Background: an optimization exercise with open tools, aiming at small area. Do not read the settings as production practice. Where RTL was checked, it was by simulation tests only, not by an equivalence proof against the original. The RTL of run 8 was laid out without a check of its function. Power and IR drop assume default switching activity.

$ cat flow/design.v
package regfile_pkg;
    localparam int XLEN_DEF = 32;
    localparam int NREG_DEF = 32;
    localparam int AW_DEF   = $clog2(NREG_DEF);
    typedef logic [AW_DEF-1:0]   reg_idx_t;
    typedef logic [XLEN_DEF-1:0] xword_t;
    localparam int unsigned ZERO_REG = 0;
endpackage
module regfile_dec5 (
    input  logic        en,
    input  logic [4:0]  sel,
    output logic [31:0] out
);
    logic [3:0] hi_n;
    logic [7:0] lo_n;
    for (genvar j = 0; j < 4; j++) begin : g_hi
        assign hi_n[j] = !(en && (sel[4:3] == 2'(j)));
    end
    for (genvar j = 0; j < 8; j++) begin : g_lo
        assign lo_n[j] = !(sel[2:0] == 3'(j));
    end
    assign out[0] = 1'b0;
    for (genvar k = 1; k < 32; k++) begin : g_out
        regfile_nor2 u_nor (.a(hi_n[k >> 3]), .b(lo_n[k & 7]), .y(out[k]));
    end
endmodule
module regfile_rdbit
#(
    parameter int N = 32
) (
    input  logic [N-1:0] sel,
    input  logic [N-1:0] din,
    output logic         dout
);
    localparam int NG  = N / 3;
    localparam int REM = N % 3;
    logic [NG-1:0] grp_n;
    logic          rem_or;
    for (genvar g = 0; g < NG; g++) begin : g_grp
        regfile_aoi222 u_aoi (
            .a (sel[3*g +: 3]),
            .b (din[3*g +: 3]),
            .y (grp_n[g])
        );
    end
    if (REM != 0) begin : g_rem
        assign rem_or = |(sel[N-1:3*NG] & din[N-1:3*NG]);
    end else begin : g_norem
        assign rem_or = 1'b0;
    end
    assign dout = ~&grp_n || rem_or;
endmodule
module regfile_aoi222 (
    input  logic [2:0] a,
    input  logic [2:0] b,
    output logic       y
);
    assign y = ~|(a & b);
endmodule
module regfile_aoi22 (
    input  logic [1:0] a,
    input  logic [1:0] b,
    output logic       y
);
    assign y = ~|(a & b);
endmodule
module regfile_nor2 (
    input  logic a,
    input  logic b,
    output logic y
);
    assign y = ~(a | b);
endmodule
module regfile_sb
#(
    parameter int XLEN  = regfile_pkg::XLEN_DEF,
    parameter int NREG  = regfile_pkg::NREG_DEF,
    parameter int NREAD = 2,
    parameter int AW    = $clog2(NREG)
) (
    input  logic                  clk,
    input  logic                  rst_n,
    input  logic                  wen,
    input  logic [AW-1:0]         dsel,
    input  logic [XLEN-1:0]       d,
    input  logic [NREAD*AW-1:0]   rsel,
    output logic [NREAD*XLEN-1:0] rdata,
    output logic [NREAD-1:0]      rbusy,
    input  logic                  resv_en,
    input  logic [AW-1:0]         resv_sel,
    output logic                  resv_err
);
    logic [XLEN-1:0] regs [1:NREG-1];
    logic [NREG-1:1] busy_q;
    logic            err_q;
    logic            wr_ok;
    logic            rv_ok;
    logic [XLEN-1:0] wdata;
    logic [NREG-1:0] wdec;
    logic [NREG-1:0] rdec;
    assign wr_ok = wen && (dsel != AW'(regfile_pkg::ZERO_REG));
    assign rv_ok = resv_en && (resv_sel != AW'(regfile_pkg::ZERO_REG));
    assign wdata = d & {XLEN{rst_n}};
    regfile_dec5 u_wdec (.en(wen), .sel(dsel), .out(wdec));
    regfile_dec5 u_rdec (.en(resv_en), .sel(resv_sel), .out(rdec));
    for (genvar k = 1; k < NREG; k++) begin : g_reg
        logic wsel;
        assign wsel = wdec[k] || !rst_n;
        always_ff @(posedge clk) begin
            if (wsel) begin
                regs[k] <= wdata;
            end
        end
        always_ff @(posedge clk) begin
            if (!rst_n) begin
                busy_q[k] <= 1'b0;
            end else if (rdec[k]) begin
                busy_q[k] <= 1'b1;
            end else if (wdec[k]) begin
                busy_q[k] <= 1'b0;
            end
        end
    end
    logic rv_busy;
    regfile_rdbit #(.N(NREG - 1)) u_rvbusy (
        .sel (rdec[NREG-1:1]),
        .din (busy_q & ~wdec[NREG-1:1]),
        .dout(rv_busy)
    );
    always_ff @(posedge clk) begin
        if (!rst_n) begin
            err_q <= 1'b0;
        end else if (rv_busy) begin
            err_q <= 1'b1;
        end
    end
    assign resv_err = err_q;
    for (genvar i = 0; i < NREAD; i++) begin : g_rd
        logic [AW-1:0]   sel;
        logic            hit;
        logic            fwd;
        logic [NREG-1:0] sdec;
        logic [NREG-1:0] onehot;
        logic [XLEN-1:0] rd_val;
        logic            rd_busy;
        assign sel = rsel[i*AW +: AW];
        assign hit = wr_ok && (dsel == sel);
        assign fwd = hit && !(resv_en && (resv_sel == sel));
        regfile_dec5 u_sdec (.en(!fwd), .sel(sel), .out(sdec));
        assign onehot = {sdec[NREG-1:1], fwd};
        for (genvar b = 0; b < XLEN; b++) begin : g_bit
            logic [NREG-1:0] col;
            assign col[0] = d[b];
            for (genvar k = 1; k < NREG; k++) begin : g_col
                assign col[k] = regs[k][b];
            end
            regfile_rdbit #(.N(NREG)) u_bit (
                .sel (onehot),
                .din (col),
                .dout(rd_val[b])
            );
        end
        regfile_rdbit #(.N(NREG - 1)) u_busy (
            .sel (sdec[NREG-1:1]),
            .din (busy_q),
            .dout(rd_busy)
        );
        assign rdata[i*XLEN +: XLEN] = rd_val;
        assign rbusy[i]              = rd_busy && !hit;
    end
endmodule
$ cat flow/run.sh
#!/bin/bash
# synth_recipe.tcl (not shown) runs the flow's synth.tcl, then flattens the netlist and writes it again
# the make line also repeats each setting of config.mk as NAME=value (left out here)
make -C /OpenROAD-flow-scripts/flow DESIGN_CONFIG=/design/flow/config.mk WORK_HOME=/design/flow/orfs CLKGATE_MAP_FILE= SYNTH_SCRIPT=/design/flow/synth_recipe.tcl finish
$ cat flow/config.mk
export PLATFORM = sky130hd
export DESIGN_NAME = regfile_sb
export DESIGN_NICKNAME = regfile_sb
export VERILOG_FILES = /design/flow/design.v
export SDC_FILE = /design/flow/constraint.sdc
export NUM_CORES = 4
export LEC_CHECK = 0
export CAP_MARGIN = 20
export CORE_MARGIN = 2
export CORE_UTILIZATION = 40
export CTS_BUF_LIST = sky130_fd_sc_hd__clkbuf_4 sky130_fd_sc_hd__clkbuf_8
export SLEW_MARGIN = 20
export SYNTH_HIERARCHICAL = 1
export SYNTH_MINIMUM_KEEP_SIZE = 0
$ cat flow/constraint.sdc
create_clock -name core_clock -period 7.0 [get_ports {clk}]
set_input_delay 1.4000 -clock core_clock [delete_from_list [all_inputs] [get_ports {clk}]]
set_output_delay 1.4000 -clock core_clock [all_outputs]
set_load 0.01 [all_outputs]
==> results.json, run 1 <==
{
  "outcome": "finished with violations",
  "violations": "max-capacitance violations, max-slew violations, negative setup slack",
  "rows": 118,
  "min_period_over_period_pct": 102,
  "layout-drive-gt1-share_pct": 22.9,
  "htreeDepth": 4,
  "slowest_delay_ns": 1.18,
  "fmax_ghz": 0.140,
  "numCtsBuffers": 163,
  "hp-class": "reg -> reg",
  "synth.cell_area_sq_mm": 0.0415,
  "grt_start_max_net_pins": 55,
  "critPathMaxFanout": 13,
  "crit_path_start_kind": "input port",
  "grt_antenna_before_repair": 7,
  "worst_pin_slew_ns": 1.56,
  "power_mw": 14.2,
  "wl_per_cell_um": 42.6,
  "worstSkewPairLatency_ns": 0.83,
  "pre_cts_ws_ns": -0.0825,
  "maxSlewHeadroom_pct": -4.39,
  "critical_path_class": "in -> out",
  "critPathMostFrequentCell": "clkdlybuf4s50_1",
  "worst_setup_path_end_kind": "output port",
  "die_w_um": 326,
  "gp_congestion": 0.937,
  "drt_iter0_drc": 9723,
  "start_util_pct": 40.2,
  "skew_ns": 0.0138,
  "mostFrequentLayoutCells": "edfxtp_1, a222oi_1, buf_4",
  "area_growth_pct": 23.1,
  "final_common_cell": "edfxtp_1",
  "slew_violations": 26,
  "cts.sinks": 1024,
  "drt-total-wl_mm": 188,
  "rsz0062_at_grt": "yes",
  "drt_pass1_iterations": 14,
  "whs_path_depth": 1,
  "grt_pass1_wl_mm": 243,
  "via_per_inst": 7.76,
  "core_region_area_sq_mm": 0.103,
  "nFillCells": 8474,
  "setup_viol": 26,
  "globalRouteOverflowTotal": 0,
  "netlist_instances": 2370,
  "cts_buffer_depth": 3,
  "cts_tree": "done",
  "drcViolationCount": 0,
  "grt_usage_pct": 32.4,
  "port-buffer-count": 122,
  "postRouteAntennaNets": 0,
  "grt_pass1_vias": 32300,
  "static-leakage-power_nw": 16.9,
  "final_nets": 2961,
  "critPathSlowestCell": "nor2_2",
  "dieArea_sq_mm": 0.106,
  "path_clk_slew_ns": 0.06,
  "cts_hold_buf": 0,
  "synth_area_per_cell_sq_um": 17.5,
  "drv_cap": 2,
  "seqCellArea_sq_mm": 0.0304,
  "setup_ws_ns": -0.166,
  "yosysWarnings": 8,
  "num_vias": 34200,
  "hpwlAfterDp_mm": 106,
  "die_h_um": 326,
  "period_minus_slack_ns": 7.17,
  "power-per-cell-area_mw_per_mm2": 277,
  "io_pins": 123,
  "hold_viol": 0,
  "r2r_cells": 5,
  "worstPathArrival_ns": 5.77,
  "multi_input_area_sq_mm": 0.0118,
  "ctsRootBufferMaster": "clkbuf_8",
  "worstPathCellList": "clkdlybuf4s50_1, or4_1, o21ai_4, nor4_4, nand2_1, nand3_1, buf_12, nor2_2, a222oi_1, nand4_1, or4_4, clkdlybuf4s50_1",
  "worst_ep_required_time_ns": 5.60,
  "ir_drop_mv": 0.162
}
worst paths after layout:
check / startpoint / endpoint / slack [ns]
min: err_q / err_q / 0.47
min reg2reg: err_q / err_q / 0.47
max reg2reg: busy_q[10] / err_q / 5.11
max: dsel[1] / rdata[55] / -0.17
registers in the layout, summed over array words and instances, names as in the netlist:
name,flops
busy_q,31
err_q,1
regs,992
layer usage:
layer  GRT usage [%]  routed length (um)
met1            43.0               62900
met5               0                 128
met4            17.9               12500
met3            13.4               37700
met2            44.9               74900
through the flow:
step / setup TNS, ns / hold slack, ns / instance area, sq um / cells / utilization (%)
floorplan: 0 / 0.509 / 41500 / 2370 / -
global placement: -1.75 / 0.471 / 46800 / 4055 / 45.4
detailed placement: -0.411 / 0.470 / 47200 / 4071 / 45.7
CTS: -0.00624 / 0.483 / 50500 / 4366 / 48.9
global route: -0.250 / 0.499 / 51100 / 4413 / 49.5
finish: -1.31 / 0.474 / 51100 / 4415 / 49.5
report_power, final:
part           total [mW]  switching (mW)  internal [mW]
clock                5.17            2.51           2.66
combinational        1.42           0.927          0.493
sequential           7.57           0.261           7.31
total                14.2            3.69           10.5
critical path, delay by kind of cell:
family / cells / cell delay [ns]
AND/OR/NAND/NOR: 7 / 2.58
buffers and inverters: 3 / 1.24
AO/OA/AOI/OAI: 2 / 0.49
final cells by class:
type	instances	share of cell area (%)
sequential	1024	59.6
clock buffer	212	5.12
timing repair buffer	361	7.63
tap	1380	3.38
multi-input combinational	1355	23.1
antenna	3	0.0147
clock inverter	80	1.14
timing repair:
item / 4_1_cts / 5_1_grt
setup endpoints to repair: 23 / 50
pin swaps: 2 / 31
gates resized for setup: 3 / 14
cloned: 1 / 18
setup buffers: 2 / 18
==> run 2, diff against run 1 <==
--- a/flow/config.mk
+++ b/flow/config.mk
@@ -8,7 +8,6 @@
 export CAP_MARGIN = 20
 export CORE_MARGIN = 2
 export CORE_UTILIZATION = 40
-export CTS_BUF_LIST = sky130_fd_sc_hd__clkbuf_4 sky130_fd_sc_hd__clkbuf_8
 export SLEW_MARGIN = 20
 export SYNTH_HIERARCHICAL = 1
 export SYNTH_MINIMUM_KEEP_SIZE = 0
==> run 2 against run 1 <==
Net effect: the layout fails its checks (negative setup slack); sequential share of layout area is essentially flat; worst hold slack about the same; sequential power hardly changed; global-route usage shrank 0.20 points; clock skew is 0.0042 ns higher; synthesized area unchanged; register-to-register slack worse by 0.02 ns; setup slack gained 0.091 ns; maximum frequency up 1.3%; cell count decreased by 2.6%; largest cell class unchanged.
==> results.json, run 2 <==
{
  "outcome": "finished with violations",
  "violations": "negative setup slack",
  "dieArea_sq_mm": 0.106,
  "worstPathArrival_ns": 5.68,
  "final_nets": 2888,
  "hpwlAfterDp_mm": 106,
  "drt-total-wl_mm": 184,
  "min_period_over_period_pct": 101,
  "static-leakage-power_nw": 16.7,
  "cts_hold_buf": 0,
  "grt_pass1_vias": 31800,
  "worst_ep_required_time_ns": 5.60,
  "dpl_cell_area_sq_mm": 0.0472,
  "power_mw": 14.6,
  "worstSkewPairLatency_ns": 0.69,
  "synth_area_per_cell_sq_um": 17.5,
  "largest_register": "regs",
  "grt_pass1_wl_mm": 242,
  "hp-class": "reg -> reg",
  "slew_violations": 0,
  "area_growth_pct": 23.1,
  "die_h_um": 326,
  "via_per_inst": 7.81,
  "largest_register_ffs": 992,
  "drt_iter0_drc": 9709,
  "reg.largest.list": "regs: 992 flops, busy_q: 31 flops, err_q: 1 flops",
  "core_region_area_sq_mm": 0.103,
  "hold_viol": 0,
  "io_pins": 123,
  "wl_per_cell_um": 42.7,
  "worstPathCellList": "clkdlybuf4s50_1, or4_1, o21ai_2, nor4_2, nand2_1, nand3b_1, buf_12, nor2_4, buf_4, a222oi_1, nand4_1, or4_4, clkdlybuf4s50_1",
  "port-buffer-count": 122,
  "path_clk_slew_ns": 0.06,
  "skew_ns": 0.0180,
  "cts.sinks": 1024,
  "power-per-cell-area_mw_per_mm2": 286,
  "ctsRootBufferMaster": "clkbuf_16",
  "htreeDepth": 3,
  "post-place-cells": 4071,
  "crit_path_start_kind": "input port",
  "critPathSlowestCell": "nor2_4",
  "period_minus_slack_ns": 7.08,
  "fmax_ghz": 0.141,
  "globalRouteOverflowTotal": 0,
  "tns_ns": -0.481,
  "rsz0062_at_grt": "yes",
  "rows": 118,
  "yosysWarnings": 8,
  "grt_antenna_before_repair": 9,
  "postRouteAntennaNets": 0,
  "final_util_pct": 49.5,
  "gp_congestion": 0.937,
  "synth.cell_area_sq_mm": 0.0415,
  "setup_viol": 15,
  "cts_buffer_depth": 3,
  "ir_drop_mv": 0.246,
  "mostFrequentLayoutCells": "edfxtp_1, a222oi_1, buf_4",
  "path_delay_family": "simple AND/OR/NAND/NOR gates",
  "start_util_pct": 40.2,
  "fin_area_sq_mm": 0.0511,
  "timing.hold.ws_ns": 0.474,
  "layout-drive-gt1-share_pct": 19.6,
  "netlist_instances": 2370,
  "worst_setup_path_end_kind": "output port",
  "finalNonFillerCells": 4301,
  "cts_tree": "done",
  "drv_cap": 0,
  "num_vias": 33600,
  "drt_pass1_iterations": 13,
  "numCtsBuffers": 103,
  "grt_usage_pct": 32.2,
  "pre_cts_ws_ns": -0.0825,
  "slowest_delay_ns": 0.96,
  "setup_ws_ns": -0.0751,
  "die_w_um": 326,
  "grt_start_max_net_pins": 55,
  "critPathMaxFanout": 26,
  "critical_path_class": "in -> out",
  "maxSlewHeadroom_pct": 4.71,
  "worst_pin_slew_ns": 1.43,
  "drcViolationCount": 0,
  "critPathMostFrequentCell": "clkdlybuf4s50_1",
  "final_common_cell": "edfxtp_1",
  "crit_buf_inv": 4
}
[run 2: timing repair]
item,CTS,global route
gates cloned,1,12
endpoints found under the setup margin,23,51
gates resized for setup,3,10
pin swaps,2,27
setup buffers,2,14
[run 2: power by group]
| part | internal, mW | leakage, nW | switching (mW) |
|---|---|---|---|
| Sequential | 7.30 | 9.85 | 0.262 |
| Combinational | 0.490 | 5.24 | 0.913 |
| Clock | 3.24 | 1.65 | 2.38 |
[run 2: layout make-up]
| cell class | instances | area, sq um |
|---|---|---|
| Fill cell | 8454 | 52100 |
| Sequential cell | 1024 | 30400 |
| Multi-Input combinational cell | 1349 | 11800 |
| Timing Repair Buffer | 354 | 3790 |
| Clock buffer | 129 | 2700 |
| Tap cell | 1380 | 1730 |
| Clock inverter | 60 | 673 |
| Antenna cell | 5 | 12.5 |
[run 2: worst paths after layout]
check	to	from	cells after the start	slack [ns]
worst max-delay path	rdata[41]	dsel[1]	13	-0.08
worst min-delay path	err_q	err_q	1	0.47
worst max register to register	err_q	busy_q[10]	5	5.09
worst min register to register	err_q	err_q	1	0.47
[run 2: routing by layer]
metal / global-route usage, % / share of wire, %
met1: 43.2 / 34
met2: 44.9 / 40
met3: 12.5 / 19
met4: 17.3 / 6.3
met5: 0.177 / 0.071
==> run 3, diff against run 2 <==
--- a/flow/design.v
+++ b/flow/design.v
@@ -30,25 +30,32 @@
 ) (
     input  logic [N-1:0] sel,
     input  logic [N-1:0] din,
+    input  logic         fwd,
+    input  logic         fwd_d,
     output logic         dout
 );
     localparam int NG  = N / 3;
     localparam int REM = N % 3;
-    logic [NG-1:0] grp_n;
-    logic          rem_or;
+    localparam int NL  = NG + ((REM != 0) ? 1 : 0);
+    localparam int NT  = (NL + 3) / 4;
+    localparam int WL  = NL - 4 * (NT - 1);
+    logic [NL-1:0] low_n;
+    logic [NT-1:0] any;
     for (genvar g = 0; g < NG; g++) begin : g_grp
         regfile_aoi222 u_aoi (
             .a (sel[3*g +: 3]),
             .b (din[3*g +: 3]),
-            .y (grp_n[g])
+            .y (low_n[g])
         );
     end
     if (REM != 0) begin : g_rem
-        assign rem_or = |(sel[N-1:3*NG] & din[N-1:3*NG]);
-    end else begin : g_norem
-        assign rem_or = 1'b0;
+        assign low_n[NG] = ~|(sel[N-1:3*NG] & din[N-1:3*NG]);
     end
-    assign dout = ~&grp_n || rem_or;
+    for (genvar t = 0; t < NT - 1; t++) begin : g_nand
+        regfile_nand #(.W(4)) u_nand (.a(low_n[4*t +: 4]), .y(any[t]));
+    end
+    regfile_nand #(.W(WL)) u_nand_last (.a(low_n[NL-1 -: WL]), .y(any[NT-1]));
+    assign dout = fwd ? fwd_d : |any;
 endmodule
 module regfile_aoi222 (
     input  logic [2:0] a,
@@ -70,6 +77,15 @@
     output logic y
 );
     assign y = ~(a | b);
+endmodule
+module regfile_nand
+#(
+    parameter int W = 4
+) (
+    input  logic [W-1:0] a,
+    output logic       y
+);
+    assign y = ~&a;
 endmodule
 module regfile_sb
 #(
@@ -125,6 +141,8 @@
     regfile_rdbit #(.N(NREG - 1)) u_rvbusy (
         .sel (rdec[NREG-1:1]),
         .din (busy_q & ~wdec[NREG-1:1]),
+        .fwd (1'b0),
+        .fwd_d(1'b0),
         .dout(rv_busy)
     );
     always_ff @(posedge clk) begin
@@ -140,32 +158,33 @@
         logic            hit;
         logic            fwd;
         logic [NREG-1:0] sdec;
-        logic [NREG-1:0] onehot;
         logic [XLEN-1:0] rd_val;
         logic            rd_busy;
         assign sel = rsel[i*AW +: AW];
         assign hit = wr_ok && (dsel == sel);
         assign fwd = hit && !(resv_en && (resv_sel == sel));
-        regfile_dec5 u_sdec (.en(!fwd), .sel(sel), .out(sdec));
-        assign onehot = {sdec[NREG-1:1], fwd};
+        regfile_dec5 u_sdec (.en(1'b1), .sel(sel), .out(sdec));
         for (genvar b = 0; b < XLEN; b++) begin : g_bit
-            logic [NREG-1:0] col;
-            assign col[0] = d[b];
+            logic [NREG-2:0] col;
             for (genvar k = 1; k < NREG; k++) begin : g_col
-                assign col[k] = regs[k][b];
+                assign col[k-1] = regs[k][b];
             end
-            regfile_rdbit #(.N(NREG)) u_bit (
-                .sel (onehot),
+            regfile_rdbit #(.N(NREG - 1)) u_bit (
+                .sel (sdec[NREG-1:1]),
                 .din (col),
+                .fwd (fwd),
+                .fwd_d(d[b]),
                 .dout(rd_val[b])
             );
         end
         regfile_rdbit #(.N(NREG - 1)) u_busy (
             .sel (sdec[NREG-1:1]),
             .din (busy_q),
+            .fwd (hit),
+            .fwd_d(1'b0),
             .dout(rd_busy)
         );
         assign rdata[i*XLEN +: XLEN] = rd_val;
-        assign rbusy[i]              = rd_busy && !hit;
+        assign rbusy[i]              = rd_busy;
     end
 endmodule
==> run 3 against run 2 <==
Net effect: still fails the layout checks on negative setup slack; die area barely moved; sequential power is essentially flat; core utilization is 0.59 points lower; maximum frequency is 0.88% higher; clock-buffer cell count is 5 lower; cell count rose by 1.9%; largest cell class unchanged.
==> results.json, run 3 <==
{
  "grt_antenna_before_repair": 0,
  "mostFrequentLayoutCells": "edfxtp_1, a222oi_1, nand4_1",
  "drv_cap": 0,
  "drcViolationCount": 0,
  "crit_path_start_kind": "input port",
  "yosysWarnings": 8,
  "worst_setup_path_end_kind": "output port",
  "netlist_instances": 2507,
  "r2r_cells": 6,
  "area_growth_pct": 21.5,
  "maxSlewHeadroom_pct": 17.7,
  "pwr-share-seq_pct": 53.3,
  "htreeDepth": 3,
  "worst_ep_required_time_ns": 5.60,
  "setup_viol": 1,
  "reg.largest.list": "regs: 992 flops, busy_q: 31 flops, err_q: 1 flops",
  "globalRouteOverflowTotal": 0,
  "slew_violations": 0,
  "hpwlAfterDp_mm": 96.5,
  "diodes": 0,
  "violations": "negative setup slack",
  "rows": 118,
  "postRouteAntennaNets": 0,
  "ir_drop_mv": 0.223,
  "cts_buffer_depth": 3,
  "largest_register": "regs",
  "worst_pin_slew_ns": 1.23,
  "setup_ws_ns": -0.0133,
  "period_minus_slack_ns": 7.01,
  "worstSkewPairLatency_ns": 0.69,
  "ctsRootBufferMaster": "clkbuf_16",
  "io_pins": 123,
  "worstPathArrival_ns": 5.61,
  "power-per-cell-area_mw_per_mm2": 281,
  "core_region_area_sq_mm": 0.103,
  "grt_pass1_wl_mm": 223,
  "grt_pass1_vias": 31000,
  "dpl_cell_area_sq_mm": 0.0470,
  "combPwrFrac_pct": 7.4,
  "synth_area_per_cell_sq_um": 16.6,
  "largest_register_ffs": 992,
  "critPathMostFrequentCell": "buf_4",
  "critical_path_class": "in -> out",
  "hold_viol": 0,
  "p_sw_share_pct": 23.9,
  "critPathSlowestCell": "nor4_1",
  "seqCellArea_sq_mm": 0.0304,
  "die_h_um": 326,
  "cts_tree": "done",
  "dieArea_sq_mm": 0.106,
  "port-buffer-count": 122,
  "final_common_cell": "edfxtp_1",
  "grt_usage_pct": 28.8,
  "hp-class": "reg -> reg",
  "start_util_pct": 40.2,
  "numCtsBuffers": 105,
  "rsz0062_at_grt": "no",
  "path_clk_slew_ns": 0.06,
  "worstPathCellList": "clkdlybuf4s50_1, nand3b_1, buf_4, nor2_4, buf_4, buf_4, a222oi_1, nand4_1, nor4_1, buf_4, a21oi_1, clkdlybuf4s50_1",
  "final_util_pct": 48.9,
  "power_mw": 14.2,
  "nFillCells": 8610,
  "drt_pass1_iterations": 10,
  "num_vias": 32000,
  "r2r-start": "busy_q[4]",
  "gp_congestion": 0.951,
  "slowest_delay_ns": 0.84,
  "critPathMaxFanout": 12,
  "cts.sinks": 1024,
  "r2r_end": "err_q",
  "drt_iter0_drc": 7972,
  "wl_per_cell_um": 36.2,
  "skew_ns": 0.0314,
  "timing.hold.ws_ns": 0.477,
  "ff2ff_setup_slack_ns": 5.15,
  "die_w_um": 326,
  "final_nets": 2974,
  "synth.cell_area_sq_mm": 0.0415,
  "multi_input_area_sq_mm": 0.0114,
  "fmax_ghz": 0.143,
  "critPathCapture": "rdata[11]",
  "crit_start": "rsel[3]",
  "via_per_inst": 7.29,
  "cts_repair_resize_count": 0,
  "layout-drive-gt1-share_pct": 15.1,
  "drt-total-wl_mm": 159,
  "intPower_mw": 10.8,
  "cts_hold_buf": 0,
  "outcome": "finished with violations",
  "grt_start_max_net_pins": 69,
  "static-leakage-power_nw": 16.4,
  "p_switching_mw": 3.38,
  "pwr-share-clk_pct": 39.3,
  "fin_area_sq_mm": 0.0505,
  "post-cts-setup-buffers": 0,
  "min_period_over_period_pct": 100
}
-- run 3: layer usage --
layer	GRT usage (%)	vias up	wire [um]
li1	-	12700	-
met1	39.2	15800	57800
met2	43.5	2948	69800
met3	7.28	442	23000
met4	13.3	0	8110
met5	0	-	0
-- run 3: metrics by stage --
step                      worst slack (ns)  setup TNS (ns)  cells
after detailed placement             0.141               0   4189
final                              -0.0133         -0.0133   4384
after CTS                            0.123               0   4382
after global routing               0.00138               0   4384
after floorplan                       1.97               0   2518
after global placement              0.0835               0   4189
-- run 3: final cells by class --
| cell class | instances | area share (%) |
|---|---|---|
| Tap cell | 1380 | 3.42 |
| Timing Repair Buffer | 305 | 6.41 |
| Clock inverter | 69 | 1.35 |
| Clock buffer | 124 | 5.39 |
| Sequential cell | 1024 | 60.3 |
| Inverter | 67 | 0.498 |
| Multi-Input combinational cell | 1415 | 22.6 |
-- run 3: worst min-delay path by stage --
stage / start / endpoint / slack [ns] / depth (start not counted)
after global placement: err_q / err_q / 0.45 / 1
final: err_q / err_q / 0.48 / 1
after floorplan: err_q / err_q / 0.51 / 1
after CTS: err_q / err_q / 0.48 / 1
after global routing: err_q / err_q / 0.51 / 1
after detailed placement: err_q / err_q / 0.47 / 1
-- run 3: power groups by stage --
stage / clock, mW / sequential, mW / combinational [mW]
floorplan: 0 / 7.60 / 0.408
global placement: 0 / 7.63 / 1.00
detailed placement: 0 / 7.68 / 1.02
CTS: 5.61 / 7.55 / 1.02
global route: 5.84 / 7.61 / 1.08
finish: 5.57 / 7.56 / 1.05
-- run 3: worst max-delay path, delay by kind of cell --
| kind | cells | cell delay (ns) |
|---|---|---|
| buffers and inverters | 6 | 2.00 |
| and+or+nand+nor | 4 | 1.85 |
| AOI/OAI and AO/OA | 2 | 0.32 |
==> run 4, diff against run 3 <==
--- a/flow/config.mk
+++ b/flow/config.mk
@@ -7,7 +7,8 @@
 export LEC_CHECK = 0
 export CAP_MARGIN = 20
 export CORE_MARGIN = 2
-export CORE_UTILIZATION = 40
+export CORE_UTILIZATION = 55
+export SETUP_SLACK_MARGIN = 0.2
 export SLEW_MARGIN = 20
 export SYNTH_HIERARCHICAL = 1
 export SYNTH_MINIMUM_KEEP_SIZE = 0
==> run 4 against run 3 <==
Net effect: now clean on timing, DRC and antenna; routed wire length decreased by 1.7%; synthesized cell count is the same; worst hold slack worse by 0.0046 ns; die area fell by 27%; first-iteration DRC count increased by 2.9%; synthesized area unchanged; highest routed layer is now met5.
==> results.json, run 4 <==
{
  "setup_ws_ns": 0.296,
  "num_vias": 31900,
  "core_region_area_sq_mm": 0.0746,
  "power-per-cell-area_mw_per_mm2": 280,
  "min_period_over_period_pct": 95.8,
  "crit_path_start_kind": "input port",
  "netlist_instances": 2507,
  "globalRouteOverflowTotal": 0,
  "worstSkewPairLatency_ns": 0.66,
  "path_clk_slew_ns": 0.06,
  "slew_violations": 0,
  "tns_ns": 0,
  "hp-class": "reg -> reg",
  "final_nets": 2965,
  "grt_antenna_before_repair": 0,
  "grt_usage_pct": 39.4,
  "critPathMaxFanout": 22,
  "grt_pass1_wl_mm": 218,
  "skew_ns": 0.00567,
  "start_util_pct": 55.7,
  "crit_start": "rsel[8]",
  "numCtsBuffers": 101,
  "cts_hold_buf": 0,
  "critical_path_class": "in -> out",
  "fmax_ghz": 0.149,
  "drt_iter0_drc": 8200,
  "ir_drop_mv": 0.218,
  "post-place-cells": 3775,
  "layout-drive-gt1-share_pct": 14.7,
  "diodes": 0,
  "die_h_um": 279,
  "pre_cts_ws_ns": 0.596,
  "yosysWarnings": 8,
  "grt_pass1_vias": 30800,
  "holdCritStartpoint": "err_q",
  "final_common_cell": "edfxtp_1",
  "drcViolationCount": 0,
  "drt-total-wl_mm": 156,
  "postRouteAntennaNets": 0,
  "port-buffer-count": 122,
  "worst_ep_required_time_ns": 5.60,
  "rsz0062_at_grt": "no",
  "hold_viol": 0,
  "finalNonFillerCells": 3963,
  "synth_area_per_cell_sq_um": 16.6,
  "area_growth_pct": 19.1,
  "synth.cell_area_sq_mm": 0.0415,
  "outcome": "complete, no violations",
  "maxSlewHeadroom_pct": 20.6,
  "gp_congestion": 1.03,
  "setup_viol": 0,
  "post-cts-setup-buffers": 0,
  "period_minus_slack_ns": 6.70,
  "dieArea_sq_mm": 0.0777,
  "worst_pin_slew_ns": 1.19,
  "cts_repair_resize_count": 0,
  "final_util_pct": 66.4,
  "static-leakage-power_nw": 16.3,
  "cts_tree": "done",
  "largest_register_ffs": 992,
  "via_per_inst": 8.05,
  "cts_buffer_depth": 3,
  "worst_setup_path_end_kind": "output port",
  "drt_pass1_iterations": 12,
  "cts.sinks": 1024,
  "mostFrequentLayoutCells": "edfxtp_1, a222oi_1, buf_4",
  "largest_register": "regs",
  "drv_cap": 0,
  "hpwlAfterDp_mm": 94.4,
  "die_w_um": 279,
  "r2r-start": "busy_q[1]",
  "htreeDepth": 3,
  "wl_per_cell_um": 39.4,
  "grt_start_max_net_pins": 62,
  "rows": 100,
  "ctsRootBufferMaster": "clkbuf_16",
  "reg.largest.list": "regs: 992 flops, busy_q: 31 flops, err_q: 1 flops",
  "worstPathArrival_ns": 5.30,
  "io_pins": 123
}
[run 4: layout make-up]
type | count | area (sq um)
Sequential cell | 1024 | 30400
Multi-Input combinational cell | 1415 | 11400
Inverter | 67 | 251
Clock buffer | 125 | 2650
Tap cell | 969 | 1210
Clock inverter | 63 | 554
Timing Repair Buffer | 300 | 2990
Fill cell | 5212 | 25100
[run 4: layer usage]
layer  vias to the layer above  track usage (%)  share of wire (%)
met3                       480             9.42                 14
li1                      12700                -                  -
met1                     15700             51.9                 34
met4                         4             23.5                6.8
met2                      3017             60.1                 45
met5                         -             1.06              0.074
[run 4: worst paths after layout]
kind | to | slack [ns] | cells after the start
max reg2reg | err_q | 4.84 | 6
min | err_q | 0.47 | 1
min reg2reg | err_q | 0.47 | 1
max | rdata[41] | 0.30 | 9
[run 4: worst max-delay path, cell delays in order]
cell	delay [ns]
clkdlybuf4s50_1	0.49
or3b_1	0.68
nor2_4	0.17
buf_12	0.24
a222oi_1	0.38
nand4_1	0.31
nor4_1	0.97
a21oi_1	0.09
clkdlybuf4s50_1	0.53
[run 4: report_power, final]
group          total, mW  leakage [nW]  switching, mW  internal (mW)
Clock               5.28          1.57           2.33           2.95
Combinational       1.02          4.85          0.702          0.318
Sequential          7.56          9.85          0.258           7.30
[run 4: metrics by stage]
step / hold WS [ns] / power [mW] / instance area [sq um]
floorplan: 0.509 / 8.00 / 41600
global placement: 0.452 / 8.61 / 46200
detailed placement: 0.461 / 8.66 / 46200
CTS: 0.475 / 13.8 / 49400
global route: 0.494 / 14.2 / 49500
finish: 0.473 / 13.9 / 49500
==> run 5, diff against run 4 <==
--- a/flow/config.mk
+++ b/flow/config.mk
@@ -7,7 +7,9 @@
 export LEC_CHECK = 0
 export CAP_MARGIN = 20
 export CORE_MARGIN = 2
-export CORE_UTILIZATION = 55
+export CORE_UTILIZATION = 40
+export CTS_CLUSTER_DIAMETER = 100
+export CTS_CLUSTER_SIZE = 30
 export SETUP_SLACK_MARGIN = 0.2
 export SLEW_MARGIN = 20
 export SYNTH_HIERARCHICAL = 1
==> run 5 against run 4 <==
Net effect: cell count up 7.1%; largest power group unchanged; global-route usage decreased by 11 points; largest cell class unchanged; via count shrank 1.8%; core utilization fell by 20 points; critical path type unchanged.
==> results.json, run 5 <==
{
  "outcome": "complete, no violations",
  "cts_buffer_depth": 3,
  "final_common_cell": "edfxtp_1",
  "dieArea_sq_mm": 0.106,
  "dr.max_layer_used": "met4",
  "largest_register_ffs": 992,
  "grt_antenna_before_repair": 0,
  "path_clk_slew_ns": 0.12,
  "maxSlewHeadroom_pct": 21.3,
  "fmax_ghz": 0.147,
  "slowest_delay_ns": 0.73,
  "grt_start_max_net_pins": 69,
  "worst_pin_slew_ns": 1.18,
  "met2WireLength_mm": 69.5,
  "finalNonFillerCells": 4243,
  "drt-total-wl_mm": 156,
  "htreeDepth": 2,
  "reg.largest.list": "regs: 992 flops, busy_q: 31 flops, err_q: 1 flops",
  "skew_ns": 0.0180,
  "die_w_um": 326,
  "slew_violations": 0,
  "wl_per_cell_um": 36.8,
  "drcViolationCount": 0,
  "critPathSlowestCell": "clkdlybuf4s50_1",
  "drt_iter0_drc": 7969,
  "power-per-cell-area_mw_per_mm2": 241,
  "static-leakage-power_nw": 15.3,
  "mostFrequentLayoutCells": "edfxtp_1, a222oi_1, nand4_1",
  "final_util_pct": 46.8,
  "rsz0062_at_grt": "no",
  "port-buffer-count": 122,
  "globalRouteOverflowTotal": 0,
  "crit_path_start_kind": "input port",
  "start_util_pct": 40.2,
  "worst_ep_required_time_ns": 5.60,
  "ir_drop_mv": 0.175,
  "diodes": 0,
  "synth.cell_area_sq_mm": 0.0415,
  "die_h_um": 326,
  "cts_hold_buf": 0,
  "postRouteAntennaNets": 0,
  "pre_cts_ws_ns": 0.141,
  "area_growth_pct": 16.2,
  "worstSkewPairLatency_ns": 0.63,
  "dr_wl_met3_mm": 22.4,
  "hold_viol": 0,
  "dpl_cell_area_sq_mm": 0.0470,
  "critical_path_class": "in -> out",
  "timing.hold.ws_ns": 0.492,
  "multi_input_area_sq_mm": 0.0115,
  "seqCellArea_sq_mm": 0.0304,
  "via_per_inst": 7.38,
  "gp_congestion": 0.951,
  "path_delay_family": "simple AND/OR/NAND/NOR gates",
  "final_nets": 2909,
  "tns_ns": 0,
  "num_vias": 31300,
  "core_region_area_sq_mm": 0.103,
  "ctsRootBufferMaster": "clkbuf_16",
  "rows": 118,
  "yosysWarnings": 8,
  "worstPathArrival_ns": 5.39,
  "drt_pass1_iterations": 13,
  "crit_buf_inv": 4,
  "post-place-cells": 4189,
  "nFillCells": 8775,
  "grt_usage_pct": 28.2,
  "worstPathCellList": "clkdlybuf4s50_1, nand3b_1, nor2_4, buf_4, a222oi_1, nand4_1, nor4_1, buf_4, a21oi_1, clkdlybuf4s50_1",
  "grt_pass1_vias": 30200,
  "cts_tree": "done",
  "netlist_instances": 2507,
  "numCtsBuffers": 41,
  "fin_area_sq_mm": 0.0483,
  "setup_viol": 0,
  "io_pins": 123,
  "largest_register": "regs",
  "worst_setup_path_end_kind": "output port",
  "drv_cap": 0,
  "grt_pass1_wl_mm": 219,
  "period_minus_slack_ns": 6.79,
  "cts.sinks": 1024,
  "met1_length_mm": 57.1,
  "layout-drive-gt1-share_pct": 12.3,
  "critPathMaxFanout": 13,
  "setup_ws_ns": 0.207,
  "min_period_over_period_pct": 97.0,
  "hpwlAfterDp_mm": 96.5,
  "synth_area_per_cell_sq_um": 16.6,
  "hp-class": "reg -> reg",
  "power_mw": 11.6
}
run 5: changes by cell type in the layout (fill, tap and decap cells not counted), sizes merged:
cell / delta
inv: +2
clkinv: -53
clkinvlp: -1
bufinv: -6
clkbuf: -77
buf: +4
run 5: timing repair:
| action | in CTS | in global routing |
|---|---|---|
| setup buffers | 0 | 0 |
| setup endpoints to repair | 3 | 0 |
| gates resized for setup | 3 | 0 |
run 5: path summary, 6_finish.rpt:
kind | start | end | slack, ns | depth (start not counted)
worst max register to register | busy_q[4] | err_q | 5.11 | 6
worst min register to register | err_q | err_q | 0.49 | 1
worst min-delay path | err_q | err_q | 0.49 | 1
worst max-delay path | rsel[0] | rdata[27] | 0.21 | 10
run 5: power by group:
part / total (mW) / internal (mW) / switching [mW] / leakage (nW)
Combinational: 1.05 / 0.334 / 0.711 / 4.89
Clock: 3.03 / 1.17 / 1.86 / 0.578
Sequential: 7.54 / 7.29 / 0.256 / 9.85
Total: 11.6 / 8.80 / 2.82 / 15.3
run 5: area by class of cell:
| class | count | share of cell area (%) |
|---|---|---|
| multi-input combinational | 1415 | 23.7 |
| inverter | 67 | 0.521 |
| clock inverter | 5 | 0.213 |
| clock buffer | 48 | 2.24 |
| timing repair buffer | 304 | 6.67 |
| sequential | 1024 | 63.0 |
| tap | 1380 | 3.58 |
run 5: layer usage:
layer / vias up / global-route usage, %
met3: 352 / 6.10
li1: 12500 / -
met4: 0 / 12.0
met5: - / 0
met1: 15600 / 38.9
met2: 2860 / 43.4
==> run 6, diff against run 5 <==
==> flow/flow/run.sh (new file) <==
#!/bin/bash
# Own layout flow: the standard ORFS flow (standard.sh, with its unchanged synthesis,
# floorplan, power grid and tap cells), with two settings changed:
#  - port buffers use the smallest plain buffer instead of the default delay-buffer cell
#    (every input and output port still gets its own buffer; repair may upsize them);
#  - clock tree synthesis inserts no dummy loads and clusters more sinks per leaf buffer.
set -euo pipefail
bash standard.sh \
  "BUFFER_PORTS_ARGS=-buffer_cell sky130_fd_sc_hd__buf_1" \
  "CTS_ARGS=-sink_clustering_enable -repair_clock_nets -dont_use_dummy_load -sink_clustering_size 25 -sink_clustering_max_diameter 100" \
  finish > standard_flow.log 2>&1
==> flow/standard.sh (new file) <==
#!/bin/bash
# synth_recipe.tcl (not shown) runs the flow's synth.tcl, then flattens the netlist and writes it again
# the make line also repeats each setting of config.mk as NAME=value (left out here)
make -C /OpenROAD-flow-scripts/flow DESIGN_CONFIG=/design/flow/config.mk WORK_HOME=/design/flow/orfs CLKGATE_MAP_FILE= SYNTH_SCRIPT=/design/flow/synth_recipe.tcl "${@:-finish}"
--- a/flow/config.mk
+++ b/flow/config.mk
@@ -7,9 +7,8 @@
 export LEC_CHECK = 0
 export CAP_MARGIN = 20
 export CORE_MARGIN = 2
-export CORE_UTILIZATION = 40
-export CTS_CLUSTER_DIAMETER = 100
-export CTS_CLUSTER_SIZE = 30
+export CORE_UTILIZATION = 55
+export GPL_TIMING_DRIVEN = 0
 export SETUP_SLACK_MARGIN = 0.2
 export SLEW_MARGIN = 20
 export SYNTH_HIERARCHICAL = 1
removed: flow/run.sh
==> run 6 against run 5 <==
Net effect: largest power group unchanged; combinational power fell by 12%; worst hold slack gained 0.0017 ns; synthesized area unchanged; setup slack better by 0.13 ns; highest routed layer unchanged; cell area decreased by 1.5%; critical path type unchanged; via count shrank 0.23%; largest cell class unchanged; critical endpoint is now rdata[14]; clock-buffer cell count fell by 1; maximum frequency up 2.0%; sequential cell count is the same.
==> results.json, run 6 <==
{
  "final_nets": 2843,
  "die_w_um": 279,
  "largest_register_ffs": 992,
  "combPwrFrac_pct": 8.1,
  "pwr-share-seq_pct": 65.7,
  "worst_pin_slew_ns": 1.17,
  "core_region_area_sq_mm": 0.0746,
  "cts_repair_resize_count": 0,
  "worst_ep_required_time_ns": 5.60,
  "area_growth_pct": 14.5,
  "wl_per_cell_um": 41.8,
  "worstSkewPairLatency_ns": 0.62,
  "synth_area_per_cell_sq_um": 16.6,
  "crit_path_start_kind": "input port",
  "drt_iter0_drc": 7558,
  "maxSlewHeadroom_pct": 22.1,
  "worstPathArrival_ns": 5.26,
  "ctsRootBufferMaster": "clkbuf_16",
  "globalRouteOverflowTotal": 0,
  "rsz0062_at_grt": "no",
  "via_per_inst": 8.32,
  "fmax_ghz": 0.150,
  "final_util_pct": 63.8,
  "layout-drive-gt1-share_pct": 9.73,
  "p_sw_share_pct": 24.0,
  "timing.hold.ws_ns": 0.493,
  "grt_usage_pct": 39.7,
  "synth.cell_area_sq_mm": 0.0415,
  "static-leakage-power_nw": 15.0,
  "cts_buffer_depth": 3,
  "die_h_um": 279,
  "critical_path_class": "in -> out",
  "mostFrequentLayoutCells": "edfxtp_1, a222oi_1, nand4_1",
  "cts.sinks": 1024,
  "htreeDepth": 2,
  "io_pins": 123,
  "cts_tree": "done",
  "intPower_mw": 8.71,
  "critPathMaxFanout": 18,
  "cts_hold_buf": 0,
  "netlist_instances": 2507,
  "path_clk_slew_ns": 0.11,
  "post-cts-setup-buffers": 0,
  "gp_congestion": 1.01,
  "drcViolationCount": 0,
  "hold_viol": 0,
  "slew_violations": 0,
  "drt_pass1_iterations": 13,
  "grt_pass1_wl_mm": 218,
  "postRouteAntennaNets": 0,
  "min_period_over_period_pct": 95.2,
  "port-buffer-count": 121,
  "rows": 100,
  "largest_register": "regs",
  "grt_pass1_vias": 30200,
  "pwr-share-clk_pct": 26.2,
  "tns_ns": 0,
  "outcome": "complete, no violations",
  "start_util_pct": 55.7,
  "yosysWarnings": 8,
  "period_minus_slack_ns": 6.66,
  "drv_cap": 0,
  "reg.largest.list": "regs: 992 flops, busy_q: 31 flops, err_q: 1 flops",
  "worst_setup_path_end_kind": "output port",
  "final_common_cell": "edfxtp_1",
  "drt-total-wl_mm": 157,
  "hpwlAfterDp_mm": 98.9,
  "ir_drop_mv": 0.290,
  "dieArea_sq_mm": 0.0777,
  "grt_start_max_net_pins": 50,
  "p_switching_mw": 2.75,
  "power-per-cell-area_mw_per_mm2": 241,
  "grt_antenna_before_repair": 1,
  "numCtsBuffers": 47,
  "setup_viol": 0,
  "hp-class": "reg -> reg",
  "skew_ns": 0.0273,
  "num_vias": 31300
}
==> run 6: cell types whose count changed in the layout (fill, tap and decap cells not counted), moves of 22 or more <==
| cell | before | now |
|---|---|---|
| buf_4 | 132 | 2 |
| buf_1 | 0 | 121 |
| clkdlybuf4s50_1 | 121 | 0 |
| buf_16 | 0 | 65 |
| buf_12 | 50 | 23 |
| nand2b_2 | 28 | 6 |
| nand2b_4 | 3 | 25 |
==> run 6: worst paths after layout <==
check	startpoint	endpoint	slack, ns	cells past startpoint
worst min-delay path	err_q	err_q	0.49	1
worst min register to register	err_q	err_q	0.49	1
worst max-delay path	rsel[4]	rdata[14]	0.34	9
worst max register to register	busy_q[13]	err_q	5.07	6
==> run 6: layout make-up <==
| class | count | area, sq um |
|---|---|---|
| flip-flops and latches | 1024 | 30400 |
| repair buffers | 220 | 2870 |
| fillers | 5419 | 27000 |
| multi-input cells | 1415 | 11500 |
| diodes | 2 | 5.00 |
| clock buffers | 47 | 1180 |
| inverters | 67 | 251 |
| well taps | 969 | 1210 |
| plain buffers | 12 | 55.1 |
==> run 6: critical path, stage by stage <==
cell      delay [ns]
buf_1           0.47
nand3b_1        0.83
nor2_4          0.35
buf_16          0.28
a222oi_1        0.36
nand4_1         0.33
nor4_1          0.93
a21oi_1         0.09
buf_1           0.18
==> run 6: power by group through the flow <==
stage                     clock network, mW  logic (mW)  registers, mW
after global routing                   3.22       0.949           7.59
final                                  3.00       0.928           7.54
after CTS                              3.02       0.895           7.53
after detailed placement                  0       0.893           7.67
after global placement                    0       0.810           7.64
after floorplan                           0       0.408           7.60
==> run 6: metrics by stage <==
step                      instances  area (sq um)  setup slack [ns]  power (mW)
after global placement         3608         43200             -1.41        8.45
after global routing           3754         47500             0.398        11.8
final                          3756         47500             0.338        11.5
after floorplan                2518         41600              1.97        8.00
after CTS                      3752         47500             0.594        11.4
after detailed placement       3705         46300             0.598        8.56
==> run 6: routing by layer <==
layer	wire length, um	global-route usage (%)	up-vias
met4	11600	24.2	0
met5	0	0	-
met3	22000	7.83	489
met1	52900	52.4	15500
met2	70400	61.5	2927
li1	-	-	12400
==> run 7, diff against run 6 <==
--- a/flow/config.mk
+++ b/flow/config.mk
@@ -8,7 +8,6 @@
 export CAP_MARGIN = 20
 export CORE_MARGIN = 2
 export CORE_UTILIZATION = 55
-export GPL_TIMING_DRIVEN = 0
 export SETUP_SLACK_MARGIN = 0.2
 export SLEW_MARGIN = 20
 export SYNTH_HIERARCHICAL = 1
==> run 7 against run 6 <==
Net effect: still clean on timing, DRC and antenna; synthesized area did not move; global-route usage fell by 1.2 points; synthesized cell count did not move; register-to-register slack got worse by 0.14 ns; sequential cell count did not move; cell count rose by 0.21%; cell area fell by 3.5%; clock power barely moved; critical path depth did not move.
==> results.json, run 7 <==
{
  "netlist_instances": 2507,
  "tns_ns": 0,
  "cts.sinks": 1024,
  "cts_hold_buf": 0,
  "min_period_over_period_pct": 89.4,
  "diodes": 0,
  "setup_ws_ns": 0.740,
  "power-per-cell-area_mw_per_mm2": 250,
  "core_region_area_sq_mm": 0.0746,
  "reg.largest.list": "regs: 992 flops, busy_q: 31 flops, err_q: 1 flops",
  "worst_ep_required_time_ns": 5.60,
  "worst_setup_path_end_kind": "output port",
  "die_h_um": 279,
  "largest_register_ffs": 992,
  "slew_violations": 0,
  "rows": 100,
  "static-leakage-power_nw": 14.6,
  "ff2ff_setup_slack_ns": 4.93,
  "hpwlAfterDp_mm": 93.0,
  "final_common_cell": "edfxtp_1",
  "drt_iter0_drc": 8382,
  "worstPathArrival_ns": 4.86,
  "synth.cell_area_sq_mm": 0.0415,
  "seqCellArea_sq_mm": 0.0304,
  "num_vias": 31500,
  "mostFrequentLayoutCells": "edfxtp_1, a222oi_1, nand4_1",
  "dpl_cell_area_sq_mm": 0.0447,
  "setup_viol": 0,
  "cts_tree": "done",
  "period_minus_slack_ns": 6.26,
  "ir_drop_mv": 0.261,
  "hold_viol": 0,
  "grt_start_max_net_pins": 61,
  "drv_cap": 0,
  "drt_pass1_iterations": 13,
  "globalRouteOverflowTotal": 0,
  "outcome": "complete, no violations",
  "drt-total-wl_mm": 153,
  "worstSkewPairLatency_ns": 0.64,
  "area_growth_pct": 10.5,
  "rsz0062_at_grt": "no",
  "final_util_pct": 61.5,
  "critical_path_class": "in -> out",
  "crit_path_start_kind": "input port",
  "final_nets": 2853,
  "largest_register": "regs",
  "timing.hold.ws_ns": 0.476,
  "grt_usage_pct": 38.5,
  "maxSlewHeadroom_pct": 19.0,
  "via_per_inst": 8.36,
  "multi_input_area_sq_mm": 0.0114,
  "power_mw": 11.5,
  "wl_per_cell_um": 40.6,
  "critPathMaxFanout": 22,
  "hp-class": "reg -> reg",
  "cts_buffer_depth": 3,
  "drcViolationCount": 0,
  "post-cts-setup-buffers": 0,
  "pre_cts_ws_ns": 0.933,
  "ctsRootBufferMaster": "clkbuf_16",
  "fin_area_sq_mm": 0.0459,
  "worst_pin_slew_ns": 1.21,
  "dieArea_sq_mm": 0.0777,
  "layout-drive-gt1-share_pct": 10.2,
  "numCtsBuffers": 47,
  "grt_pass1_wl_mm": 214,
  "io_pins": 123,
  "nFillCells": 5593,
  "skew_ns": 0.0153,
  "postRouteAntennaNets": 0,
  "path_clk_slew_ns": 0.11,
  "cts_repair_resize_count": 0,
  "htreeDepth": 2,
  "die_w_um": 279,
  "finalNonFillerCells": 3764,
  "port-buffer-count": 122,
  "synth_area_per_cell_sq_um": 16.6,
  "grt_pass1_vias": 29600,
  "post-place-cells": 3717,
  "gp_congestion": 1.05,
  "yosysWarnings": 8,
  "fmax_ghz": 0.160,
  "grt_antenna_before_repair": 2,
  "start_util_pct": 55.7
}
run 7: worst paths after layout:
| path | from | to | cells after the start |
|---|---|---|---|
| setup / recovery | rsel[3] | rdata[27] | 9 |
| hold / removal | err_q | err_q | 1 |
| setup reg to reg | busy_q[10] | err_q | 6 |
| hold reg to reg | err_q | err_q | 1 |
run 7: report_power, final:
group | switching, mW | total [mW] | internal, mW | leakage, nW
clock | 1.81 | 3.02 | 1.20 | 0.579
sequential | 0.263 | 7.55 | 7.29 | 9.85
combinational | 0.690 | 0.890 | 0.200 | 4.16
run 7: cell type report:
| cell class | count | share of cell area (%) |
|---|---|---|
| well taps | 969 | 2.64 |
| repair buffers | 242 | 3.16 |
| clock buffers | 47 | 2.56 |
| flip-flops and latches | 1024 | 66.3 |
| multi-input cells | 1415 | 24.8 |
| inverters | 67 | 0.548 |
run 7: worst max-delay path, cell delays in order:
cell	delay [ns]
buf_1	0.26
nand3b_1	0.64
nor2_4	0.32
buf_4	0.30
a222oi_1	0.53
nand4_1	0.26
nor4_1	0.87
a21oi_1	0.08
buf_1	0.17
run 7: per-layer routing:
| layer | vias to the layer above | share of wire (%) | wire (um) | GRT usage (%) |
|---|---|---|---|---|
| met5 | - | 0 | 0 | 0 |
| met4 | 0 | 6.5 | 9910 | 20.7 |
| met3 | 440 | 14 | 21500 | 6.59 |
| met2 | 3044 | 45 | 68700 | 59.4 |
| met1 | 15600 | 35 | 52800 | 52.9 |
| li1 | 12400 | - | - | - |
==> run 8, diff against run 7 <==
--- a/flow/design.v
+++ b/flow/design.v
@@ -6,10 +6,13 @@
     typedef logic [XLEN_DEF-1:0] xword_t;
     localparam int unsigned ZERO_REG = 0;
 endpackage
-module regfile_dec5 (
-    input  logic        en,
-    input  logic [4:0]  sel,
-    output logic [31:0] out
+module regfile_dec5
+#(
+    parameter int NCOPY = 1
+) (
+    input  logic              en,
+    input  logic [4:0]        sel,
+    output logic [32*NCOPY-1:0] out
 );
     logic [3:0] hi_n;
     logic [7:0] lo_n;
@@ -19,9 +22,11 @@
     for (genvar j = 0; j < 8; j++) begin : g_lo
         assign lo_n[j] = !(sel[2:0] == 3'(j));
     end
-    assign out[0] = 1'b0;
-    for (genvar k = 1; k < 32; k++) begin : g_out
-        regfile_nor2 u_nor (.a(hi_n[k >> 3]), .b(lo_n[k & 7]), .y(out[k]));
+    for (genvar c = 0; c < NCOPY; c++) begin : g_copy
+        assign out[32*c] = 1'b0;
+        for (genvar k = 1; k < 32; k++) begin : g_out
+            regfile_nor2 u_nor (.a(hi_n[k >> 3]), .b(lo_n[k & 7]), .y(out[32*c+k]));
+        end
     end
 endmodule
 module regfile_rdbit
@@ -157,20 +162,20 @@
         logic [AW-1:0]   sel;
         logic            hit;
         logic            fwd;
-        logic [NREG-1:0] sdec;
+        logic [2*NREG-1:0] sdec;
         logic [XLEN-1:0] rd_val;
         logic            rd_busy;
         assign sel = rsel[i*AW +: AW];
         assign hit = wr_ok && (dsel == sel);
         assign fwd = hit && !(resv_en && (resv_sel == sel));
-        regfile_dec5 u_sdec (.en(1'b1), .sel(sel), .out(sdec));
+        regfile_dec5 #(.NCOPY(2)) u_sdec (.en(1'b1), .sel(sel), .out(sdec));
         for (genvar b = 0; b < XLEN; b++) begin : g_bit
             logic [NREG-2:0] col;
             for (genvar k = 1; k < NREG; k++) begin : g_col
                 assign col[k-1] = regs[k][b];
             end
             regfile_rdbit #(.N(NREG - 1)) u_bit (
-                .sel (sdec[NREG-1:1]),
+                .sel ((b < XLEN / 2) ? sdec[NREG-1:1] : sdec[2*NREG-1:NREG+1]),
                 .din (col),
                 .fwd (fwd),
                 .fwd_d(d[b]),
==> run 8 against run 7 <==
Net effect: global-route usage is 0.72 points lower; highest routed layer unchanged; non-clock buffer count is 42 higher; clock power hardly changed; clock skew is 0.0032 ns higher; sequential power hardly changed; synthesized cell count is 2.5% higher; first-iteration DRC count is 12% lower; combinational power is 0.8% lower; critical path depth stayed put; worst hold slack better by 0.0062 ns; via count is 0.36% lower.
==> results.json, run 8 <==
{
  "outcome": "complete, no violations",
  "period_minus_slack_ns": 6.24,
  "worst_setup_path_end_kind": "output port",
  "path_clk_slew_ns": 0.08,
  "hp-class": "reg -> reg",
  "gp_congestion": 0.994,
  "htreeDepth": 2,
  "grt_start_max_net_pins": 75,
  "worstPathArrival_ns": 4.84,
  "dieArea_sq_mm": 0.0782,
  "largest_register_ffs": 992,
  "io_pins": 123,
  "netlist_instances": 2569,
  "grt_usage_pct": 37.8,
  "slew_violations": 0,
  "core_region_area_sq_mm": 0.0756,
  "tns_ns": 0,
  "whs_path_depth": 1,
  "final_util_pct": 60.8,
  "min_period_over_period_pct": 89.2,
  "grt_pass1_wl_mm": 210,
  "worst_pin_slew_ns": 1.26,
  "rows": 101,
  "drt_iter0_drc": 7342,
  "ir_drop_mv": 0.219,
  "grt_antenna_before_repair": 1,
  "critPathMostFrequentCell": "buf_1",
  "die_w_um": 280,
  "hold_viol": 0,
  "met1_length_mm": 52.5,
  "dr_wl_met3_mm": 21.5,
  "worstSkewPairLatency_ns": 0.63,
  "pwr-share-clk_pct": 26.2,
  "reg.largest.list": "regs: 992 flops, busy_q: 31 flops, err_q: 1 flops",
  "dpl_cell_area_sq_mm": 0.0447,
  "drv_cap": 0,
  "pre_cts_ws_ns": 1.11,
  "critPathMaxFanout": 17,
  "synth.cell_area_sq_mm": 0.0418,
  "drt_pass1_iterations": 14,
  "drcViolationCount": 0,
  "intPower_mw": 8.69,
  "path_delay_family": "simple AND/OR/NAND/NOR gates",
  "cts_tree": "done",
  "final_nets": 2957,
  "worst_ep_required_time_ns": 5.60,
  "hpwlAfterDp_mm": 89.3,
  "slowest_delay_ns": 1.06,
  "area_growth_pct": 10.1,
  "met2WireLength_mm": 67.3,
  "fmax_ghz": 0.160,
  "via_per_inst": 8.08,
  "dr.max_layer_used": "met4",
  "cts_hold_buf": 0,
  "port-buffer-count": 122,
  "cp_num_cells": 9,
  "rsz0062_at_grt": "no",
  "die_h_um": 280,
  "power_mw": 11.4,
  "fin_area_sq_mm": 0.0460,
  "skew_ns": 0.0185,
  "setup_viol": 0,
  "critical_path_class": "in -> out",
  "static-leakage-power_nw": 14.9,
  "yosysWarnings": 8,
  "numCtsBuffers": 47,
  "critPathSlowestCell": "nor4_1",
  "globalRouteOverflowTotal": 0,
  "worstPathCellList": "buf_1, nand3b_1, nor2_1, buf_4, a222oi_1, nand4_1, nor4_1, a21oi_1, buf_1",
  "num_vias": 31300,
  "cts_repair_resize_count": 0,
  "r2r_cells": 6,
  "maxSlewHeadroom_pct": 15.3,
  "postRouteAntennaNets": 0,
  "cts.sinks": 1024,
  "cts_buffer_depth": 3,
  "crit_buf_inv": 3,
  "ctsRootBufferMaster": "clkbuf_16",
  "pwr-share-seq_pct": 66.0,
  "p_switching_mw": 2.73,
  "post-cts-setup-buffers": 0,
  "grt_pass1_vias": 29600,
  "p_sw_share_pct": 23.9,
  "wl_per_cell_um": 39.0,
  "start_util_pct": 55.3,
  "final_common_cell": "edfxtp_1",
  "mostFrequentLayoutCells": "edfxtp_1, a222oi_1, nor2_1",
  "combPwrFrac_pct": 7.7,
  "largest_register": "regs",
  "power-per-cell-area_mw_per_mm2": 248,
  "crit_path_start_kind": "input port",
  "synth_area_per_cell_sq_um": 16.3,
  "drt-total-wl_mm": 151,
  "setup_ws_ns": 0.757,
  "layout-drive-gt1-share_pct": 9.24
}
==> run 8: worst reg2reg max path, stage by stage (launching register included) <==
cell and delay [ns]:
dfxtp_1 0.35, nor2b_1 0.15, a222oi_1 0.40, nand4_1 0.26, nor4_1 0.26, a21oi_1 0.07
o21a_1 0.17
==> run 8: power groups by stage <==
stage | Clock [mW] | Sequential (mW) | Combinational, mW
after floorplan | 0 | 7.60 | 0.414
after global placement | 0 | 7.64 | 0.835
after detailed placement | 0 | 7.67 | 0.849
after CTS | 3.02 | 7.53 | 0.850
after global routing | 3.22 | 7.59 | 0.912
final | 3.00 | 7.54 | 0.883
==> run 8: stage by stage <==
step	hold slack, ns	std cells
after floorplan	0.509	2580
after global placement	0.460	3828
after detailed placement	0.457	3828
after CTS	0.475	3875
after global routing	0.502	3878
final	0.482	3879
==> run 8: final timing paths <==
path	start	end	slack (ns)
setup / recovery	rsel[7]	rdata[42]	0.76
setup reg to reg	busy_q[1]	err_q	5.22
hold / removal	err_q	err_q	0.48
hold reg to reg	err_q	err_q	0.48
==> run 8: layout make-up <==
| type | count | area (sq um) |
|---|---|---|
| clock buffer | 47 | 1180 |
| timing repair buffer | 284 | 1710 |
| sequential | 1024 | 30400 |
| antenna | 2 | 5.00 |
| tap | 978 | 1220 |
| inverter | 67 | 251 |
| fill | 5697 | 29600 |
| multi-input combinational | 1477 | 11200 |
==> run 8: per-layer routing <==
metal,global-route usage [%],up-vias
met5,0,-
met4,20.6,0
met3,7.97,438
met2,58.0,2896
met1,51.0,15400
li1,-,12600

## static timing again, ports no longer ideal
The flow's constraints put no driver on any port. The routed layouts listed below were extracted and timed again, unchanged, in two steps.
Step 1 sets driving cells, clkbuf_16 on the clock port and buf_2 on the other inputs (assumed; they add their load-dependent delay and slew).
Step 2 moves the port delays by t, midway between the first and last clock arrival at a register: inputs arrive t later, outputs are due t later. That takes back most of the time a late clock gives input paths.
a / b / c = ideal ports / drivers / drivers and shift; a / b = the first two.
| run | shift t [ns] | setup slack, ns | hold WS [ns] |
|---|---|---|---|
| run 1 | 0.907 | -0.166 / -0.196 / -0.196 | 0.474 / 0.474 / 0.474 |
| run 2 | 0.760 | -0.075 / -0.105 / -0.105 | 0.474 / 0.474 / 0.474 |
| run 3 | 0.746 | -0.013 / -0.046 / -0.046 | 0.477 / 0.477 / 0.477 |
| run 4 | 0.738 | 0.296 / 0.258 / 0.258 | 0.473 / 0.473 / 0.473 |
| run 5 | 0.697 | 0.207 / 0.175 / 0.175 | 0.492 / 0.492 / 0.492 |
| run 6 | 0.695 | 0.338 / 0.307 / 0.307 | 0.493 / 0.493 / 0.493 |
| run 7 | 0.693 | 0.740 / 0.715 / 0.715 | 0.476 / 0.476 / 0.476 |
| run 8 | 0.697 | 0.757 / 0.730 / 0.730 | 0.482 / 0.482 / 0.482 |
The setup slack of run 4, which loses most, moves by -0.038 ns with the drivers and by -0.038 ns with both steps.
